What follows belongs to an exercise in optimizing a design on an open flow for small area, a short achievable clock period and few clock cycles per item; a production flow would make more cautious choices.
Function was checked by simulation only, so behaviour that the tests miss may differ from the original.
Power is estimated from default activity; no workload was simulated.

==> design.v <==
package lchd_pkg;
    localparam int KEY_W             = 32;
    localparam int COUNT_W           = 16;
    localparam int CAP_W             = 5;
    localparam int TOTAL_W           = 32;
    localparam int MAX_ENTRIES_DFLT  = 16;
    localparam logic [CAP_W-1:0]   CAP_RESET = CAP_W'(16);
    localparam logic [COUNT_W-1:0] COUNT_MAX = '1;
    localparam logic [TOTAL_W-1:0] TOTAL_MAX = '1;
    localparam int RES_BITS = 1 + TOTAL_W;
    localparam int RES_W    = ((RES_BITS + 7) / 8) * 8;
    typedef struct packed {
        logic [KEY_W-1:0]   key;
        logic [COUNT_W-1:0] count;
    } entry_t;
endpackage
module lfu_cache_hit_detector_core #(
    parameter int MAX_ENTRIES = lchd_pkg::MAX_ENTRIES_DFLT
) (
    input  logic                          clk,
    input  logic                          rst_n,
    input  logic                          cfg_we,
    input  logic [lchd_pkg::CAP_W-1:0]    cfg_wdata,
    input  logic                          s_axis_tvalid,
    output logic                          s_axis_tready,
    input  logic [lchd_pkg::KEY_W-1:0]    s_axis_tdata,
    output logic                          m_axis_tvalid,
    input  logic                          m_axis_tready,
    output logic [lchd_pkg::RES_W-1:0]    m_axis_tdata
);
    localparam int IDX_W = (MAX_ENTRIES > 1) ? $clog2(MAX_ENTRIES) : 1;
    localparam int OCC_W = $clog2(MAX_ENTRIES + 1);
    localparam int CH_W  = IDX_W + 2;
    localparam int CMP_W = (OCC_W > lchd_pkg::CAP_W) ? OCC_W : lchd_pkg::CAP_W;
    localparam logic [OCC_W-1:0] OCC_FULL = OCC_W'(MAX_ENTRIES);
    typedef enum logic [8:0] {
        ST_IDLE      = 9'b000000001,
        ST_SEARCH    = 9'b000000010,
        ST_SD_CHECK  = 9'b000000100,
        ST_SD_LEFT   = 9'b000001000,
        ST_SD_RIGHT  = 9'b000010000,
        ST_SD_DECIDE = 9'b000100000,
        ST_UP_STEP   = 9'b001000000,
        ST_UP_WRITE  = 9'b010000000,
        ST_FINISH    = 9'b100000000
    } state_t;
    logic [lchd_pkg::KEY_W+lchd_pkg::COUNT_W-1:0] entry_mem [0:MAX_ENTRIES-1];
    lchd_pkg::entry_t rd_data_reg;
    logic             rd_en;
    logic [IDX_W-1:0] rd_addr;
    logic             wr_en;
    logic [IDX_W-1:0] wr_addr;
    lchd_pkg::entry_t           wr_data;
    state_t             state_reg, state_next;
    logic [OCC_W-1:0]   occ_reg, occ_next;
    logic [lchd_pkg::CAP_W-1:0]   cap_reg, cap_next;
    logic [lchd_pkg::TOTAL_W-1:0] hits_reg, hits_next;
    logic               m_valid_reg, m_valid_next;
    logic [OCC_W-1:0]   idx_reg, idx_next;        
    logic               rdv_reg, rdv_next;        
    logic [IDX_W-1:0]   rdidx_reg, rdidx_next;    
    logic [lchd_pkg::KEY_W-1:0]   key_reg, key_next;
    lchd_pkg::entry_t             cur_reg, cur_next;        
    lchd_pkg::entry_t             child_reg, child_next;    
    logic [IDX_W-1:0]   pos_reg, pos_next;
    logic [IDX_W-1:0]   cpos_reg, cpos_next;
    logic [IDX_W-1:0]   parent_reg, parent_next;
    logic               hit_reg, hit_next;
    logic               m_hit_reg, m_hit_next;
    logic [lchd_pkg::TOTAL_W-1:0] m_total_reg, m_total_next;
    logic [CH_W-1:0]  left_w, right_w, occ_w;
    logic [CMP_W-1:0] occ_c, cap_c;
    logic             room;
    logic             out_free;
    logic             key_match;
    assign left_w  = (CH_W'(pos_reg) << 1) + CH_W'(1);
    assign right_w = left_w + CH_W'(1);
    assign occ_w   = CH_W'(occ_reg);
    assign occ_c = CMP_W'(occ_reg);
    assign cap_c = CMP_W'(cap_reg);
    assign room  = ((occ_c < cap_c) || (occ_reg == '0)) && (occ_reg < OCC_FULL);
    assign out_free  = !m_valid_reg || m_axis_tready;
    assign key_match = rdv_reg && (rd_data_reg.key == key_reg);
    assign s_axis_tready = (state_reg == ST_IDLE);
    assign m_axis_tvalid = m_valid_reg;
    assign m_axis_tdata  = lchd_pkg::RES_W'({m_total_reg, m_hit_reg});
    always_comb
    begin
        state_next   = state_reg;
        occ_next     = occ_reg;
        cap_next     = cfg_we ? cfg_wdata : cap_reg;
        hits_next    = hits_reg;
        m_valid_next = m_valid_reg;
        idx_next     = idx_reg;
        rdv_next     = 1'b0;
        rdidx_next   = rdidx_reg;
        key_next     = key_reg;
        cur_next     = cur_reg;
        child_next   = child_reg;
        pos_next     = pos_reg;
        cpos_next    = cpos_reg;
        parent_next  = parent_reg;
        hit_next     = hit_reg;
        m_hit_next   = m_hit_reg;
        m_total_next = m_total_reg;
        rd_en        = 1'b0;
        rd_addr      = '0;
        wr_en        = 1'b0;
        wr_addr      = '0;
        wr_data      = cur_reg;
        if (m_valid_reg && m_axis_tready)
        begin
            m_valid_next = 1'b0;
        end
        case (state_reg)
            ST_IDLE:
            begin
                if (s_axis_tvalid)
                begin
                    key_next   = s_axis_tdata;
                    idx_next   = '0;
                    state_next = ST_SEARCH;
                end
            end
            ST_SEARCH:
            begin
                if (idx_reg < occ_reg)
                begin
                    rd_en      = 1'b1;
                    rd_addr    = idx_reg[IDX_W-1:0];
                    rdv_next   = 1'b1;
                    rdidx_next = idx_reg[IDX_W-1:0];
                    idx_next   = idx_reg + OCC_W'(1);
                end
                if (key_match)
                begin
                    hit_next      = 1'b1;
                    pos_next      = rdidx_reg;
                    cur_next.key  = key_reg;
                    cur_next.count = (rd_data_reg.count == lchd_pkg::COUNT_MAX) ?
                                     lchd_pkg::COUNT_MAX : rd_data_reg.count + lchd_pkg::COUNT_W'(1);
                    if (hits_reg != lchd_pkg::TOTAL_MAX)
                    begin
                        hits_next = hits_reg + lchd_pkg::TOTAL_W'(1);
                    end
                    rdv_next   = 1'b0;
                    state_next = ST_SD_CHECK;
                end
                else if (!rdv_reg && (idx_reg >= occ_reg)
                         || rdv_reg && (OCC_W'(rdidx_reg) + OCC_W'(1) == occ_reg))
                begin
                    hit_next       = 1'b0;
                    cur_next.key   = key_reg;
                    cur_next.count = '0;
                    rdv_next       = 1'b0;
                    if (room)
                    begin
                        pos_next   = occ_reg[IDX_W-1:0];
                        occ_next   = occ_reg + OCC_W'(1);
                        state_next = ST_UP_STEP;
                    end
                    else
                    begin
                        wr_en      = 1'b1;
                        wr_addr    = '0;
                        wr_data    = {key_reg, {lchd_pkg::COUNT_W{1'b0}}};
                        state_next = ST_FINISH;
                    end
                end
            end
            ST_SD_CHECK:
            begin
                if (left_w >= occ_w)
                begin
                    wr_en      = 1'b1;
                    wr_addr    = pos_reg;
                    state_next = ST_FINISH;
                end
                else
                begin
                    rd_en      = 1'b1;
                    rd_addr    = left_w[IDX_W-1:0];
                    state_next = ST_SD_LEFT;
                end
            end
            ST_SD_LEFT:
            begin
                child_next = rd_data_reg;
                cpos_next  = left_w[IDX_W-1:0];
                if (right_w < occ_w)
                begin
                    rd_en      = 1'b1;
                    rd_addr    = right_w[IDX_W-1:0];
                    state_next = ST_SD_RIGHT;
                end
                else
                begin
                    state_next = ST_SD_DECIDE;
                end
            end
            ST_SD_RIGHT:
            begin
                if (rd_data_reg.count < child_reg.count)
                begin
                    child_next = rd_data_reg;
                    cpos_next  = right_w[IDX_W-1:0];
                end
                state_next = ST_SD_DECIDE;
            end
            ST_SD_DECIDE:
            begin
                wr_en = 1'b1;
                wr_addr = pos_reg;
                if (child_reg.count >= cur_reg.count)
                begin
                    wr_data    = cur_reg;
                    state_next = ST_FINISH;
                end
                else
                begin
                    wr_data    = child_reg;
                    pos_next   = cpos_reg;
                    state_next = ST_SD_CHECK;
                end
            end
            ST_UP_STEP:
            begin
                if (pos_reg == '0)
                begin
                    wr_en      = 1'b1;
                    wr_addr    = '0;
                    state_next = ST_FINISH;
                end
                else
                begin
                    parent_next = (pos_reg - IDX_W'(1)) >> 1;
                    rd_en       = 1'b1;
                    rd_addr     = (pos_reg - IDX_W'(1)) >> 1;
                    state_next  = ST_UP_WRITE;
                end
            end
            ST_UP_WRITE:
            begin
                wr_en      = 1'b1;
                wr_addr    = pos_reg;
                wr_data    = rd_data_reg;
                pos_next   = parent_reg;
                state_next = ST_UP_STEP;
            end
            ST_FINISH:
            begin
                if (out_free)
                begin
                    m_valid_next = 1'b1;
                    m_hit_next   = hit_reg;
                    m_total_next = hits_reg;
                    state_next   = ST_IDLE;
                end
            end
            default:
            begin
                state_next = ST_IDLE;
            end
        endcase
    end
    always_ff @(posedge clk or negedge rst_n)
    begin
        if (!rst_n)
        begin
            state_reg   <= ST_IDLE;
            occ_reg     <= '0;
            cap_reg     <= lchd_pkg::CAP_RESET;
            hits_reg    <= '0;
            m_valid_reg <= 1'b0;
            idx_reg     <= '0;
            rdv_reg     <= 1'b0;
        end
        else
        begin
            state_reg   <= state_next;
            occ_reg     <= occ_next;
            cap_reg     <= cap_next;
            hits_reg    <= hits_next;
            m_valid_reg <= m_valid_next;
            idx_reg     <= idx_next;
            rdv_reg     <= rdv_next;
        end
    end
    always_ff @(posedge clk)
    begin
        rdidx_reg   <= rdidx_next;
        key_reg     <= key_next;
        cur_reg     <= cur_next;
        child_reg   <= child_next;
        pos_reg     <= pos_next;
        cpos_reg    <= cpos_next;
        parent_reg  <= parent_next;
        hit_reg     <= hit_next;
        m_hit_reg   <= m_hit_next;
        m_total_reg <= m_total_next;
    end
    always_ff @(posedge clk)
    begin
        if (wr_en)
        begin
            entry_mem[wr_addr] <= wr_data;
        end
        if (rd_en)
        begin
            rd_data_reg <= entry_mem[rd_addr];
        end
    end
endmodule
==> run.sh <==
#!/bin/bash
# synth_recipe.tcl (not shown) runs the flow's synth.tcl, then flattens the netlist and writes it again
# the make line also repeats each setting of config.mk as NAME=value (left out here)
make -C /OpenROAD-flow-scripts/flow DESIGN_CONFIG=/design/flow/config.mk WORK_HOME=/design/flow/orfs CLKGATE_MAP_FILE= SYNTH_SCRIPT=/design/flow/synth_recipe.tcl finish
==> config.mk <==
export PLATFORM = sky130hd
export DESIGN_NAME = lfu_cache_hit_detector_core
export DESIGN_NICKNAME = lfu_cache_hit_detector_core
export VERILOG_FILES = /design/flow/design.v
export SDC_FILE = /design/flow/constraint.sdc
export NUM_CORES = 4
export LEC_CHECK = 0
export CAP_MARGIN = 20
export CORE_MARGIN = 2
export CORE_UTILIZATION = 40
export SLEW_MARGIN = 20
==> constraint.sdc <==
create_clock -name core_clock -period 5.0 [get_ports {clk}]
set_input_delay 1.0000 -clock core_clock [delete_from_list [all_inputs] [get_ports {clk}]]
set_output_delay 1.0000 -clock core_clock [all_outputs]
set_load 0.01 [all_outputs]
==> run summary <==
status timing/DRC/antenna clean; Most used DFF post-synth edfxtp_1; vias in the first global route 24700; Mean Syn Cell Area approximately 16 µm²; filler instances around 9100; first-pass detailed-route iteration total 7; VDD IR max slightly above 400 µV; CTS Sinks about 1100; Min Clock Period, post-route around 4.5 ns; Fin. Hold Viols 0; Largest register FFs ~770; met2 Resource Use GR 30.2%; Seq cells post-synth approximately 1100; crit-path max FO 29; Slew HR 27.0%; io pins 84; GP Congestion 0.888; pre-CTS setup slack ~0.68 ns; Root Buffer Master clkbuf_16; Yosys top cell by area edfxtp_1; Vert. Die Dim about 330 µm; synth cell count leaders edfxtp_1, mux2i_1, nand2_1, a31oi_1, and2_1; # hold bufs at CTS 0; WL per Instance about 24 µm; library cells used by synthesis 69; met1 global-route usage 27.0%; Worst Hold Class reg2reg; final core occ 46.8%; overall power between 0.02 and 0.025 W; R2R Path Start pos_reg[0]; synth top area cells edfxtp_1, mux2i_1, dfrtp_1, nand2_1, a211oi_1; total core area approximately 110000 µm²; Via density about 5.6; Port Buf Inserts 76; count leader, synth edfxtp_1; Slew @ Worst Pin 1.09 ns; FFs w/ async S/R, synth under 10%; antenna viol nets, final 0; Post-synth EDFFs approximately 990; most flop-heavy register entry_mem; area grow syn2layout 15.9%; Netlist Area Pre-Place around 43000 µm²; Residual DRC 0; largest net degree at the start of global routing roughly 110; postcts setup bufs 0; Seq. cell area approximately 31000 µm²; worst-case clock buffer depth 3; placed cell areas about 47000 µm²; n_diodes 0; die width between 300 and 400 µm; Yosys top cell area share a little under 70%; Leak approximately 18 nW; Critical R2R Capture rd_data_reg[6]; final wirelength around 110 mm; setup ws final between 0.5 and 0.6 ns; Iter 0 DRT Violations 2441; Synth warnings 1; Starting Density about two fifths; Post-Route Setup TNS 0 ns; die footprint roughly 110000 µm²; met3 GRT Util about 2.9%; PostCTS Resize Cnt 0; achievable frequency between 200 and 250 MHz; Synth Instances between 2000 and 3000; initial antenna violation count 0; Final Skew roughly 0.041 ns; power per cell area about 420 nW/µm²; Final Instance Area around 50000 µm²; cts bufs inserted 106; clk slew on worst S/H paths 0.07 ns; Nets 3021; row count 120; Slew Limit Fails 0; total track usage 19.0%; Setup CP Type reg2reg; RSZ-0062 raised after global routing false; first-pass GRT wire length roughly 160 mm; startpoint types flip-flop; Worst Path Required 5.52 ns; # Max-Cap Violations 0; Tcrit/Tclk final between 80% and 90%; H-Tree Depth 3; Most Used Layer, Global Route met2; area of the multi-input gates between 10000 and 15000 µm²; CP endpoint rd_data_reg[6]; GRT overflow 0; sequential area share after synthesis between 70% and 80%; routed via count 24900; Critical Path End Type flip-flop; worst skew pair latency 0.69 ns; CTS tree built; reg2reg setup slack approximately 0.55 ns; FF-to-FF path depth 10; beginning of the critical path pos_reg[0]; hpwl dp just under 60 mm; layout cells sized above 1 a little over a tenth; final-report setup violation count 0; Critical Path AT between 4 and 5 ns
cell usage in the layout (no fill, tap or decap), types with 58 or more instances in the layout:
| master | synthesis | final |
|---|---|---|
| edfxtp_1 | 993 | 993 |
| mux2i_1 | 289 | 289 |
| nand2_1 | 229 | 229 |
| clkbuf_16 | 0 | 108 |
| a31oi_1 | 102 | 102 |
| and2_1 | 102 | 101 |
| a211oi_1 | 101 | 101 |
| buf_4 | 18 | 79 |
| inv_1 | 78 | 78 |
| clkdlybuf4s50_1 | 0 | 75 |
| o21ai_0 | 58 | 58 |
power breakdown:
part / internal, W / switching [W] / leakage, nW
logic: 0.000843 / 0.00166 / 6.57
registers: 0.0104 / 0.000319 / 9.74
clock network: 0.00454 / 0.00334 / 1.68
total: 0.0158 / 0.00532 / 18.0
worst min path at each step:
stage | startpoint | endpoint | slack (ns) | depth (start not counted)
floorplan | hit_reg | m_hit_reg | 0.40 | 0
global placement | hit_reg | m_hit_reg | 0.45 | 0
detailed placement | hit_reg | m_hit_reg | 0.46 | 0
CTS | hit_reg | m_hit_reg | 0.47 | 0
global route | hit_reg | m_hit_reg | 0.48 | 0
finish | hit_reg | m_hit_reg | 0.47 | 0
cells by family (layout without fill, tap and decap cells):
group,count (synthesis),in the layout,synth area share [%]
AO/OA/AOI/OAI,493,493,8.48
XOR/XNOR,90,90,1.82
adder cells (fa/ha/maj),56,56,1.62
buffers and inverters,236,470,2.66
flip-flops,1051,1051,72.3
multiplexers,293,293,6.79
other,1,7,0.00867
AND/OR/NAND/NOR,548,548,6.36
critical path, cell delays in order, from the launching register on:
cell and delay [ns]:
edfxtp_1 0.73, inv_1 0.22, ha_1 0.34, nand2b_1 0.15, a21oi_1 0.36, a2111oi_4 0.17, o21bai_1 0.22, a221o_1 0.40
nor2_4 0.73, buf_4 0.63, a221o_1 0.28
per-stage QoR:
step,hold WS (ns),instances
final,0.466,4411
after global routing,0.481,4411
after CTS,0.472,4411
after detailed placement,0.457,4218
after global placement,0.450,4218
after floorplan,0.400,2774
per-layer routing:
metal,vias up,share of wire [%]
li1,11100,-
met1,12700,44
met2,960,47
met3,178,6.7
met4,0,2.6
met5,-,0
layout make-up:
cell class / count / share of cell area (%)
Clock inverter: 59 / 1.24
Inverter: 78 / 0.584
Sequential cell: 1051 / 62.4
Tap cell: 1403 / 3.50
Timing Repair Buffer: 199 / 4.45
Multi-Input combinational cell: 1487 / 22.2
Clock buffer: 134 / 5.66
Testbench counts, summed over its fixed seeds: cycles 196,921, items 12,000.

-- what the ideal ports hide --
Ports are ideal in the flow. The routed layout listed here was re-timed in OpenROAD. Step 1: set_driving_cell puts a clkbuf_16 on clk and a buf_2 on each other input, an assumption about the parent block. Step 2 also shifts input and output timing later by t, the mid clock arrival at the registers, as if the neighbouring blocks saw the same clock. Slacks: ideal / step 1 / step 2; pairs: ideal / step 1.
shift t [ns]: 0.741
slack for setup (ns): 0.545 / 0.545 / 0.545
hold slack, ns: 0.466 / 0.443 / 0.466
worst slew at a driven data input, ns: 0.04
After both steps setup and hold are still met in this run. The setup slack of this run moves by 0.000 ns with the drivers and by 0.000 ns with both steps.
